Source: an optimization exercise on an open RTL-to-GDS flow (aim: small area, a short achievable clock period and few clock cycles per item). Production flows keep margins and buffers that such runs may drop. In this exercise RTL edits were held to simulation tests only and were not proved equivalent to the original. Power and IR drop assume default switching activity.

==> flow/design.v <==
`default_nettype none
package axiLitePkg;
    typedef enum logic [1:0] {
        RESP_OKAY = 2'b00,
        RESP_EXOKAY = 2'b01,
        RESP_SLVERR = 2'b10,
        RESP_DECERR = 2'b11
    } axiRespT;
    typedef struct packed {
        logic awvalid;
        logic [6-1:0] awaddr;
        logic wvalid;
        logic [32-1:0] wdata;
        logic bready;
        logic arvalid;
        logic [6-1:0] araddr;
        logic rready;
    } axiReqT;
    typedef struct packed {
        logic awready;
        logic wready;
        logic bvalid;
        axiRespT bresp;
        logic arready;
        logic rvalid;
        logic [32-1:0] rdata;
        axiRespT rresp;
    } axiRspT;
endpackage
`default_nettype wire
`default_nettype none
package mduPkg;
    typedef enum logic [1:0] {
        NONE = 2'd0,
        MULTU = 2'd1,
        DIVU = 2'd2
    } mduOpT;
    typedef struct packed {
        logic start;
        mduOpT op;
        logic [32-1:0] opA;
        logic [32-1:0] opB;
    } mduCmdT;
    typedef struct packed {
        logic done;
        logic [32-1:0] hi;
        logic [32-1:0] lo;
    } mduResT;
    typedef struct packed {
        logic busy;
        logic divZero;
    } mduStatusT;
endpackage
`default_nettype wire
`timescale 1ns/10ps
`default_nettype none
module seqDivider
(
    input logic clk,
    input logic reset,
    input mduPkg::mduCmdT cmd,
    output mduPkg::mduResT res,
    output logic divZero
);
    localparam int CntW = $clog2(32);
    localparam int LastStep = 32 - 1;
    logic running;
    logic [CntW-1:0] stepCnt;
    logic startDiv;
    logic lastStep;
    logic [32-1:0] numQ;
    logic [32-1:0] denQ;
    logic [32-1:0] remQ;
    logic [32-1:0] quoQ;
    logic [32:0] remShift;
    logic remGeDen;
    logic [32-1:0] remNext;
    logic [32-1:0] quoNext;
    assign startDiv = cmd.start && (cmd.op == mduPkg::DIVU);
    assign divZero = startDiv && (cmd.opB == '0);
    assign lastStep = running && (stepCnt == CntW'(LastStep));
    assign remShift = {remQ, numQ[32-1]};
    assign remGeDen = (remShift >= {1'b0, denQ});
    assign remNext = remGeDen ? 32'(remShift - {1'b0, denQ})
                              : remShift[32-1:0];
    assign quoNext = {quoQ[32-2:0], remGeDen};
    always_ff @(posedge clk) begin
        if (reset) begin
            running <= 1'b0;
            stepCnt <= '0;
        end else if (startDiv && !divZero) begin
            running <= 1'b1;
            stepCnt <= '0;
        end else if (running) begin
            stepCnt <= stepCnt + 1'b1;
            if (lastStep) begin
                running <= 1'b0;
            end
        end
    end
    always_ff @(posedge clk) begin
        if (startDiv && !divZero) begin
            numQ <= cmd.opA;
            denQ <= cmd.opB;
            remQ <= '0;
            quoQ <= '0;
        end else if (running) begin
            numQ <= {numQ[32-2:0], 1'b0};
            remQ <= remNext;
            quoQ <= quoNext;
        end
    end
    assign res.done = lastStep;
    assign res.hi = remNext;
    assign res.lo = quoNext;
endmodule
`default_nettype wire
`timescale 1ns/10ps
`default_nettype none
module seqMultiplier
(
    input logic clk,
    input logic reset,
    input mduPkg::mduCmdT cmd,
    output mduPkg::mduResT res
);
    localparam int CntW = $clog2(32);
    localparam int LastStep = 32 - 1;
    logic running;
    logic [CntW-1:0] stepCnt;
    logic startMul;
    logic lastStep;
    logic [2*32-1:0] mcandQ;
    logic [32-1:0] mplrQ;
    logic [2*32-1:0] accQ;
    logic [2*32-1:0] accNext;
    assign startMul = cmd.start && (cmd.op == mduPkg::MULTU);
    assign lastStep = running && (stepCnt == CntW'(LastStep));
    assign accNext = mplrQ[0] ? (accQ + mcandQ) : accQ;
    always_ff @(posedge clk) begin
        if (reset) begin
            running <= 1'b0;
            stepCnt <= '0;
        end else if (startMul) begin
            running <= 1'b1;
            stepCnt <= '0;
        end else if (running) begin
            stepCnt <= stepCnt + 1'b1;
            if (lastStep) begin
                running <= 1'b0;
            end
        end
    end
    always_ff @(posedge clk) begin
        if (startMul) begin
            mcandQ <= {{32{1'b0}}, cmd.opA};
            mplrQ <= cmd.opB;
            accQ <= '0;
        end else if (running) begin
            mcandQ <= {mcandQ[2*32-2:0], 1'b0};
            mplrQ <= {1'b0, mplrQ[32-1:1]};
            accQ <= accNext;
        end
    end
    assign res.done = lastStep;
    assign res.hi = accNext[2*32-1:32];
    assign res.lo = accNext[32-1:0];
endmodule
`default_nettype wire
`timescale 1ns/10ps
`default_nettype none
module hiLoFile
(
    input logic clk,
    input logic reset,
    input mduPkg::mduCmdT cmd,
    input mduPkg::mduResT mulRes,
    input mduPkg::mduResT divRes,
    input logic divZero,
    output logic [32-1:0] hi,
    output logic [32-1:0] lo,
    output mduPkg::mduStatusT status
);
    logic busyQ;
    logic divZeroQ;
    logic engineStart;
    assign engineStart = cmd.start && ((cmd.op == mduPkg::MULTU) || ((cmd.op == mduPkg::DIVU) && !divZero));
    always_ff @(posedge clk) begin
        if (reset) begin
            busyQ <= 1'b0;
            divZeroQ <= 1'b0;
        end else begin
            if (engineStart) begin
                busyQ <= 1'b1;
            end else if (mulRes.done || divRes.done) begin
                busyQ <= 1'b0;
            end
            if (cmd.start) begin
                divZeroQ <= divZero;
            end
        end
    end
    always_ff @(posedge clk) begin
        if (reset) begin
            hi <= '0;
            lo <= '0;
        end else if (mulRes.done) begin
            hi <= mulRes.hi;
            lo <= mulRes.lo;
        end else if (divRes.done) begin
            hi <= divRes.hi;
            lo <= divRes.lo;
        end
    end
    assign status.busy = busyQ;
    assign status.divZero = divZeroQ;
endmodule
`default_nettype wire
`timescale 1ns/10ps
`default_nettype none
module mduAxiSlave
(
    input logic clk,
    input logic reset,
    input axiLitePkg::axiReqT axiReq,
    output axiLitePkg::axiRspT axiRsp,
    output mduPkg::mduCmdT cmd,
    input mduPkg::mduStatusT status,
    input logic [32-1:0] hi,
    input logic [32-1:0] lo
);
    logic wrReadyQ;
    logic bValidQ;
    axiLitePkg::axiRespT bRespQ;
    logic wrFire;
    logic arReadyQ;
    logic rValidQ;
    logic [32-1:0] rDataQ;
    logic [32-1:0] rdMux;
    logic rdFire;
    logic [32-1:0] opAQ;
    logic [32-1:0] opBQ;
    logic startQ;
    mduPkg::mduOpT opQ;
    mduPkg::mduOpT wrOp;
    logic cmdWrite;
    logic cmdBusy;
    assign wrFire = wrReadyQ && axiReq.awvalid && axiReq.wvalid;
    assign rdFire = arReadyQ && axiReq.arvalid;
    assign cmdWrite = wrFire && (axiReq.awaddr == 6'h08);
    assign wrOp = mduPkg::mduOpT'(axiReq.wdata[1:0]);
    assign cmdBusy = status.busy || startQ;
    always_ff @(posedge clk) begin
        if (reset) begin
            wrReadyQ <= 1'b0;
            bValidQ <= 1'b0;
            startQ <= 1'b0;
            opQ <= mduPkg::NONE;
        end else begin
            startQ <= 1'b0;
            wrReadyQ <= !wrReadyQ && !bValidQ && axiReq.awvalid && axiReq.wvalid;
            if (bValidQ && axiReq.bready) begin
                bValidQ <= 1'b0;
            end
            if (wrFire) begin
                bValidQ <= 1'b1;
            end
            if (cmdWrite && !cmdBusy && ((wrOp == mduPkg::MULTU) || (wrOp == mduPkg::DIVU))) begin
                startQ <= 1'b1;
                opQ <= wrOp;
            end
        end
    end
    always_ff @(posedge clk) begin
        if (wrFire) begin
            bRespQ <= (cmdWrite && cmdBusy) ? axiLitePkg::RESP_SLVERR : axiLitePkg::RESP_OKAY;
            if (axiReq.awaddr == 6'h00) begin
                opAQ <= axiReq.wdata;
            end
            if (axiReq.awaddr == 6'h04) begin
                opBQ <= axiReq.wdata;
            end
        end
    end
    always_comb begin
        case (axiReq.araddr)
            6'h00: rdMux = opAQ;
            6'h04: rdMux = opBQ;
            6'h0C: rdMux = {{(32-2){1'b0}}, status.divZero, status.busy};
            6'h10: rdMux = hi;
            6'h14: rdMux = lo;
            default: rdMux = '0;
        endcase
    end
    always_ff @(posedge clk) begin
        if (reset) begin
            arReadyQ <= 1'b0;
            rValidQ <= 1'b0;
        end else begin
            arReadyQ <= !arReadyQ && !rValidQ && axiReq.arvalid;
            if (rValidQ && axiReq.rready) begin
                rValidQ <= 1'b0;
            end
            if (rdFire) begin
                rValidQ <= 1'b1;
            end
        end
    end
    always_ff @(posedge clk) begin
        if (rdFire) begin
            rDataQ <= rdMux;
        end
    end
    assign axiRsp.awready = wrReadyQ;
    assign axiRsp.wready = wrReadyQ;
    assign axiRsp.bvalid = bValidQ;
    assign axiRsp.bresp = bRespQ;
    assign axiRsp.arready = arReadyQ;
    assign axiRsp.rvalid = rValidQ;
    assign axiRsp.rdata = rDataQ;
    assign axiRsp.rresp = axiLitePkg::RESP_OKAY;
    assign cmd.start = startQ;
    assign cmd.op = opQ;
    assign cmd.opA = opAQ;
    assign cmd.opB = opBQ;
endmodule
`default_nettype wire
`timescale 1ns/10ps
`default_nettype none
module mduTop
(
    input logic clk,
    input logic reset,
    input axiLitePkg::axiReqT axiReq,
    output axiLitePkg::axiRspT axiRsp
);
    mduPkg::mduCmdT cmd;
    mduPkg::mduResT mulRes;
    mduPkg::mduResT divRes;
    logic divZero;
    mduPkg::mduStatusT status;
    logic [32-1:0] hi;
    logic [32-1:0] lo;
    mduAxiSlave i_mduAxiSlave (
        .clk(clk),
        .reset(reset),
        .axiReq(axiReq),
        .axiRsp(axiRsp),
        .cmd(cmd),
        .status(status),
        .hi(hi),
        .lo(lo)
    );
    seqMultiplier i_seqMultiplier (
        .clk(clk),
        .reset(reset),
        .cmd(cmd),
        .res(mulRes)
    );
    seqDivider i_seqDivider (
        .clk(clk),
        .reset(reset),
        .cmd(cmd),
        .res(divRes),
        .divZero(divZero)
    );
    hiLoFile i_hiLoFile (
        .clk(clk),
        .reset(reset),
        .cmd(cmd),
        .mulRes(mulRes),
        .divRes(divRes),
        .divZero(divZero),
        .hi(hi),
        .lo(lo),
        .status(status)
    );
endmodule
`default_nettype wire
`timescale 1ns/10ps
`default_nettype none
module mduAxiTop
(
    input logic clk,
    input logic reset,
    input logic awvalid,
    input logic [6-1:0] awaddr,
    output logic awready,
    input logic wvalid,
    input logic [32-1:0] wdata,
    output logic wready,
    output logic bvalid,
    output logic [1:0] bresp,
    input logic bready,
    input logic arvalid,
    input logic [6-1:0] araddr,
    output logic arready,
    output logic rvalid,
    output logic [32-1:0] rdata,
    output logic [1:0] rresp,
    input logic rready
);
    axiLitePkg::axiReqT axiReq;
    axiLitePkg::axiRspT axiRsp;
    assign axiReq.awvalid = awvalid;
    assign axiReq.awaddr = awaddr;
    assign axiReq.wvalid = wvalid;
    assign axiReq.wdata = wdata;
    assign axiReq.bready = bready;
    assign axiReq.arvalid = arvalid;
    assign axiReq.araddr = araddr;
    assign axiReq.rready = rready;
    assign awready = axiRsp.awready;
    assign wready = axiRsp.wready;
    assign bvalid = axiRsp.bvalid;
    assign bresp = axiRsp.bresp;
    assign arready = axiRsp.arready;
    assign rvalid = axiRsp.rvalid;
    assign rdata = axiRsp.rdata;
    assign rresp = axiRsp.rresp;
    mduTop i_mduTop (
        .clk(clk),
        .reset(reset),
        .axiReq(axiReq),
        .axiRsp(axiRsp)
    );
endmodule
`default_nettype wire
==> flow/run.sh <==
#!/bin/bash
# synth_recipe.tcl (not shown) runs the flow's synth.tcl, then flattens the netlist and writes it again
# the make line also repeats each setting of config.mk as NAME=value (left out here)
make -C /OpenROAD-flow-scripts/flow DESIGN_CONFIG=/design/flow/config.mk WORK_HOME=/design/flow/orfs CLKGATE_MAP_FILE= SYNTH_SCRIPT=/design/flow/synth_recipe.tcl finish
==> flow/config.mk <==
export PLATFORM = sky130hd
export DESIGN_NAME = mduAxiTop
export DESIGN_NICKNAME = mduAxiTop
export VERILOG_FILES = /design/flow/design.v
export SDC_FILE = /design/flow/constraint.sdc
export NUM_CORES = 4
export LEC_CHECK = 0
export CAP_MARGIN = 20
export CORE_MARGIN = 2
export CORE_UTILIZATION = 40
export SLEW_MARGIN = 20
==> flow/constraint.sdc <==
create_clock -name core_clock -period 6.0 [get_ports {clk}]
set_input_delay 1.2000 -clock core_clock [delete_from_list [all_inputs] [get_ports {clk}]]
set_output_delay 1.2000 -clock core_clock [all_outputs]
set_load 0.01 [all_outputs]
==> out/qor.csv <==
metric;value;unit
clock buffer depth;3;
detailed-routing iteration count for the pre-antenna-repair pass;7;
tightest slew margin relative to the limit;29.7;%
Setup Total Neg Slack;0;ns
post-route standard cell area excluding fillers;28000;um2
Syn Inst Count;2558;
number of antenna violations at the first check in global routing;3;
average wire per standard cell;24.0;um
fin nets;2719;
number of max-cap violations;0;
final antenna diode count;0;
Post-Syn Area;24700;um2
classification of the worst-slack hold path;reg -> reg;
Total Wirelength;81.7;mm
Max FO, Critical Path;5;
HPWL reported at the end of detailed placement;57.8;mm
peak supply drop;0.229;mV
PnR Total Power;7900;uW
Layout Area Growth over Synthesis;13.4;%
clock tree from TritonCTS;done;
placed inst area;26200;um2
delay of the slowest critical-path stage;0.47;ns
power per cell area;283;nW/um2
ratio of cells with drive above 1 in the final layout;8.15;%
clock period minus final worst setup slack;4.11;ns
clock transition at the registers of the reported paths;0.06;ns
arrival time reported for the critical path endpoint;4.64;ns
most common cell in the synthesized netlist;nand2_1;
Tightest Pin Transition;1.05;ns
number of setup buffers added after CTS;0;
cell at the root of the clock tree;clkbuf_16;
Yosys top cell area share;27.4;%
setup violation total in the final timing report;0;
number of unique standard cell types used by synthesis;87;
number of synthesis warnings;4;
latest clock arrival within the worst-skew pair;0.63;ns
final core occ;45.6;%
port bufs;88;
Final Hold Violating Endpoints;0;
number of routed nets with antenna violations;0;
most used flip-flop cell after synthesis;dfxtp_1;
leading cell types by count after synthesis;nand2_1, dfxtp_1, nor2_1;
mean post-synth cell area;9.64;um2
CTS H-Tree Depth;2;
dominant cells by area after synthesis;edfxtp_1, dfxtp_1, nand2_1;
Critical Path RT;6.53;ns
result of the run;timing/DRC/antenna clean;
clock buffers created by TritonCTS;54;
leading area contributor after synthesis;edfxtp_1;
placer's final routability congestion estimate;0.940;
#FFs+latches synth;469;
RSZ-0062 raised after global routing;no;
minimum setup slack after placement;2.03;ns
number of cell rows;91;
count of flip-flops with a built-in enable after synthesis;225;
sequence of cells on the critical path;ha_1 -> fa_1 -> a21o_1 -> nand4_1 -> nand3_1 -> a31o_2 -> a211oi_1 -> nor2_1 -> a32o_1 -> o21a_1 -> or3_1 -> a31oi_1;
part of the Yosys area used for sequential elements;47.2;%
Global Route Usage Sum;25.2;%
via/cell ratio;5.88;
floorplan die width;252;um
effective utilization at floorplan;40.2;%
Std-Cell Core Area;61400;um2
worst-case setup margin in the final layout;1.89;ns
Worst Setup Path Type;reg -> reg;
global-route wire length before repair;122;mm
total DRC errors in the routed layout;0;
die height;252;um
count of cells resized by post-cts repair;0;
maximum number of pins on one net before global-route repair;148;
Die Outline Area;63700;um2
Clock Skew;0.0257;ns
leakage power total;0.0105;uW
total overflow reported by the global router;0;
crit path capture type;flop;
Crit-path slowest cell;a211oi_1;
maximum clock rate;243;MHz
Sinks on Clock Net;469;
count of hold buffers inserted by post-cts repair;0;
initial DRC count;2050;
routed via count;20000;
share of the clock period used by the worst path;68.5;%
post-synthesis async set-or-reset flop share;0;%
number of primary I/O pins;92;
Final Slew Violations;0;
vias in the first global route;19100;
category of the worst setup path launch point;flop;
==> cell type report <==
cell class                 count  area, um2
clock buffer                  71       1500
clock inverter                30        307
fill                        5761      33400
inverter                      62        233
multi-input combinational   1870      12200
sequential                   469      11600
tap                          790        988
timing repair buffer         110       1060
==> power breakdown <==
part,leakage [uW],internal (uW),switching (uW)
Sequential,0.00404,3410,71.0
Clock,0.000893,1940,1420
Combinational,0.00560,405,643
Total,0.0105,5760,2140
==> worst paths after layout <==
kind	start	endpoint	slack [ns]	depth (start not counted)
setup reg to reg	i_mduTop.i_seqMultiplier.mcandQ[0]	i_mduTop.i_hiLoFile.hi[26]	1.89	12
setup / recovery	i_mduTop.i_seqMultiplier.mcandQ[0]	i_mduTop.i_hiLoFile.hi[26]	1.89	12
hold reg to reg	i_mduTop.i_mduAxiSlave.bValidQ	i_mduTop.i_mduAxiSlave.wrReadyQ	0.45	1
hold / removal	i_mduTop.i_mduAxiSlave.bValidQ	i_mduTop.i_mduAxiSlave.wrReadyQ	0.45	1
==> state kept, by name (all words and copies together) (netlist names), 32 cells and up <==
signal / flops
i_mduTop.i_seqMultiplier.mcandQ: 64
i_mduTop.i_hiLoFile.lo: 32
i_mduTop.i_seqDivider.remQ: 32
i_mduTop.i_seqDivider.denQ: 32
i_mduTop.i_seqMultiplier.accQ: 64
i_mduTop.i_hiLoFile.hi: 32
i_mduTop.i_seqDivider.numQ: 32
i_mduTop.i_seqMultiplier.mplrQ: 32
i_mduTop.i_mduAxiSlave.opAQ: 32
i_mduTop.i_mduAxiSlave.rDataQ: 32
i_mduTop.i_mduAxiSlave.opBQ: 32
==> layer usage <==
metal | GRT usage (%) | vias up | wire [um]
met5 | 0 | - | 0
met4 | 8.10 | 0 | 2500
met3 | 4.84 | 123 | 6360
met2 | 38.6 | 774 | 36000
met1 | 35.9 | 9806 | 36900
li1 | - | 9287 | -
==> critical path: cells and delay by family (launching register included) <==
| family | cells | cell delay (ns) |
|---|---|---|
| compound gates | 6 | 1.85 |
| fa+ha+maj | 2 | 0.69 |
| simple gates | 4 | 1.06 |
| flops | 1 | 0.41 |
==> cells by family (layout without fill, tap and decap cells) <==
logic type | Yosys count | after routing | synth area share [%]
xor gates and xnor gates | 89 | 89 | 3.16
buffers and inverters | 221 | 273 | 3.50
AOI/OAI and AO/OA | 577 | 577 | 15.1
DFF | 469 | 469 | 47.2
adders and majority gates | 101 | 101 | 5.18
muxes | 191 | 191 | 9.55
and+or+nand+nor | 909 | 909 | 16.3
other | 1 | 3 | 0.0152
==> cells in the final DEF (no fill, tap or decap), types with 35 or more instances in the layout <==
master / Yosys / final
xnor2_1: 63 / 63
nor2_1: 227 / 226
nand2_1: 424 / 422
inv_1: 62 / 62
edfxtp_1: 225 / 225
mux2i_1: 125 / 125
o21ai_0: 98 / 98
dfxtp_1: 244 / 242
nor3_1: 36 / 35
ha_1: 99 / 99
a21oi_1: 197 / 197
clkdlybuf4s50_1: 0 / 86
a211oi_1: 88 / 88
and2_1: 43 / 42
clkbuf_16: 0 / 56
==> stage by stage <==
stage	hold WS [ns]	std cells
finish	0.454	3402
global route	0.482	3402
CTS	0.451	3402
detailed placement	0.442	3301
global placement	0.427	3301
floorplan	0.445	2560
Testbench counts, summed over its fixed seeds: cycles 81,600, ops 1,600.

[afterwards: timing with drivers on the ports]
The flow's constraints put no driver on any port. The routed layout listed below was extracted and timed again, unchanged, in two steps. Step 1, drivers: a clkbuf_16 drives clk and a buf_2 each remaining input, both assumed. Step 2, shift: input delay + t, output delay - t, t = (earliest + latest rising clock arrival at the registers) / 2. This alone moves slack from input paths to output paths. Slacks: no drivers / after step 1 / after step 2; pairs: no drivers / after step 1.
t (ns): 0.674
slack for setup (ns): 1.889 / 1.889 / 1.889
latest minus earliest clock arrival (ns): 0.027 / 0.027
After both steps this run still meets setup and hold. The setup slack of this run moves by 0.000 ns with the drivers and by 0.000 ns with both steps.
